From an optimization exercise on the open Yosys and OpenROAD flow, aimed at small area; shortcuts taken in it are not production practice.
Function was checked by simulation only, so behaviour that the tests miss may differ from the original.
Power figures rest on the tool's default switching activity, not on a simulated workload.

==> flow/design.v (excerpt) <==
module regfile_sb
#(
  parameter  int DATA_W = rv_regfile_pkg::DEF_DATA_W,
  parameter  int DEPTH  = rv_regfile_pkg::DEF_DEPTH,
  parameter  int NUM_RD = 2,
  localparam int AW     = rv_regfile_pkg::calc_aw(DEPTH)
) (
  input  logic                     clk,
  input  logic                     reset,
  input  logic                     we,
  input  logic [AW-1:0]            wr_addr,
  input  logic [DATA_W-1:0]        wr_data,
  input  logic [NUM_RD*AW-1:0]     rd_addr,
  output logic [NUM_RD*DATA_W-1:0] rd_data,
  output logic [NUM_RD-1:0]        rd_busy,
  input  logic                     iss_valid,
  input  logic [AW-1:0]            iss_addr,
  output logic [AW:0]              pend_cnt,
  output logic                     all_clear
);
For scale: roughly 2900 cells after synthesis, ~1000 flip-flops, about 130 I/O pins, roughly 42000 µm² of cells after synthesis.
export LEC_CHECK = 0
export CAP_MARGIN = 20
export CORE_MARGIN = 2
export CORE_UTILIZATION = 55
export SETUP_SLACK_MARGIN = 0.25
export SLEW_MARGIN = 20
export SYNTH_HIERARCHICAL = 1
export SYNTH_MINIMUM_KEEP_SIZE = 0
create_clock -name core_clock -period 4.7 [get_ports {clk}]
standard.sh (not shown) runs the stock make flow with config.mk's settings and CLKGATE_MAP_FILE= SYNTH_SCRIPT=/design/flow/synth_recipe.tcl, a recipe that flattens the netlist after the stock synthesis.
==> flow/flow/run.sh <==
#!/bin/bash
set -e
export CTS_ARGS="-sink_clustering_enable -repair_clock_nets -dont_use_dummy_load -buf_list {sky130_fd_sc_hd__clkbuf_16} -sink_clustering_size 25 -sink_clustering_max_diameter 150"
export BUFFER_PORTS_ARGS="-buffer_cell sky130_fd_sc_hd__buf_1"
bash standard.sh > standard.log 2>&1
The baseline ran to the end with no violations.
==> next run, changes <==
==> flow/flow/run.sh (replaced) <==
#!/bin/bash
set -e
export CTS_ARGS="-sink_clustering_enable -repair_clock_nets -dont_use_dummy_load -buf_list {sky130_fd_sc_hd__clkbuf_16} -sink_clustering_size 25 -sink_clustering_max_diameter 150"
export BUFFER_PORTS_ARGS="-buffer_cell sky130_fd_sc_hd__buf_2"
bash standard.sh > standard.log 2>&1
Settings changed: CORE_UTILIZATION 55 to 40, GPL_TIMING_DRIVEN from default to 0, SETUP_SLACK_MARGIN 0.25 to 0.1.
=>
- This time the run finished with setup timing left
- die area grows by 37%
- clock power grows by about 0.9%
- wire length grows by 11%
- register-to-register slack gains 0.09 ns
==> next run, changes <==
==> flow/flow/run.sh (replaced) <==
#!/bin/bash
set -e
export CTS_ARGS="-sink_clustering_enable -repair_clock_nets -dont_use_dummy_load -buf_list {sky130_fd_sc_hd__clkbuf_8} -sink_clustering_size 12 -sink_clustering_max_diameter 100"
export BUFFER_PORTS_ARGS="-buffer_cell sky130_fd_sc_hd__buf_2"
bash standard.sh > standard.log 2>&1
Settings changed: GPL_TIMING_DRIVEN 0 to default.
Result: This time the run finished with timing, DRC and antenna clean; via count is lower by about 5.3%; power is lower by 0.41%; cell count is higher by about 1.3%.
==> next run, changes <==
==> flow/flow/run.sh (replaced) <==
#!/bin/bash
set -e
export CTS_ARGS="-sink_clustering_enable -repair_clock_nets -dont_use_dummy_load -buf_list {sky130_fd_sc_hd__clkbuf_16} -sink_clustering_size 20 -sink_clustering_max_diameter 120"
export BUFFER_PORTS_ARGS="-buffer_cell sky130_fd_sc_hd__buf_2"
bash standard.sh > standard.log 2>&1
Settings changed: CORE_UTILIZATION 40 to 60.
Synthesized cell count stays the same.
Power came out higher by 1.3%.
Synthesized area does not change.
Critical path depth came out higher by 3.
Worst hold slack gains 0.0044 ns.
Routed wire length came out higher by 1.0%.
Clock skew came out lower by 0.012 ns.
==> next run, changes <==
==> flow/flow/run.sh (replaced) <==
#!/bin/bash
set -e
export CTS_ARGS="-sink_clustering_enable -repair_clock_nets -dont_use_dummy_load -buf_list {sky130_fd_sc_hd__clkbuf_16} -sink_clustering_size 25 -sink_clustering_max_diameter 150"
export BUFFER_PORTS_ARGS="-buffer_cell sky130_fd_sc_hd__buf_2"
bash standard.sh > standard.log 2>&1
Settings changed: CORE_UTILIZATION 60 to 40.
The changed run completed with no timing, DRC or antenna violations.
Worst setup slack gets better by 0.095 ns.
Non-clock buffer count went down by 28.
Utilization went down by 23 points.
==> next run, changes <==
==> flow/flow/run.sh (replaced) <==
#!/bin/bash
set -e
export CTS_ARGS="-sink_clustering_enable -repair_clock_nets -dont_use_dummy_load -buf_list {sky130_fd_sc_hd__clkbuf_16} -sink_clustering_size 25 -sink_clustering_max_diameter 150"
export GPL_KEEP_OVERFLOW=0
export BUFFER_PORTS_ARGS="-buffer_cell sky130_fd_sc_hd__buf_2"
bash standard.sh > standard.log 2>&1
=> This time the run reached the layout checks and failed them: setup timing. Flip-flop and latch count is unchanged. Setup slack is worse by 0.16 ns. Clock skew drops by 0.025 ns. Sequential power stays flat. Synthesized area stays the same. Design area drops by 0.85%. Total power climbs by 0.46%. Combinational power climbs by about 7%. Critical path depth climbs by 1. Die area is unchanged.

[static timing again, ports no longer ideal]
In the flow no input, the clock included, has a driving cell. The finished layouts below were timed again as built, in two steps.
Step 1, drivers: a clkbuf_16 drives clk and a buf_2 each remaining input, both assumed.
Step 2, shift: input delay + t, output delay - t, t = (earliest + latest rising clock arrival at the registers) / 2. This alone moves slack from input paths to output paths.
Three values: ideal ports, drivers, drivers and shift; two values: the first two.
run	shift t [ns]	setup WS [ns]	worst setup path after step 2	clock arrival spread, ns
the first run	0.674	0.206 / 0.178 / 0.178	input to output	0.093 / 0.093
the second run	0.691	-0.060 / -0.080 / -0.159	input to register	0.070 / 0.070
the third run	0.805	0.110 / 0.082 / 0.082	input to output	0.117 / 0.117
the fourth run	0.709	0.053 / 0.028 / 0.028	input to output	0.054 / 0.054
the fifth run	0.697	0.148 / 0.120 / 0.120	input to output	0.062 / 0.062
the sixth run	0.678	-0.009 / -0.040 / -0.072	input to register	0.074 / 0.074
The setup slack of the second run, which loses most, moves by -0.020 ns with the drivers and by -0.099 ns with both steps.
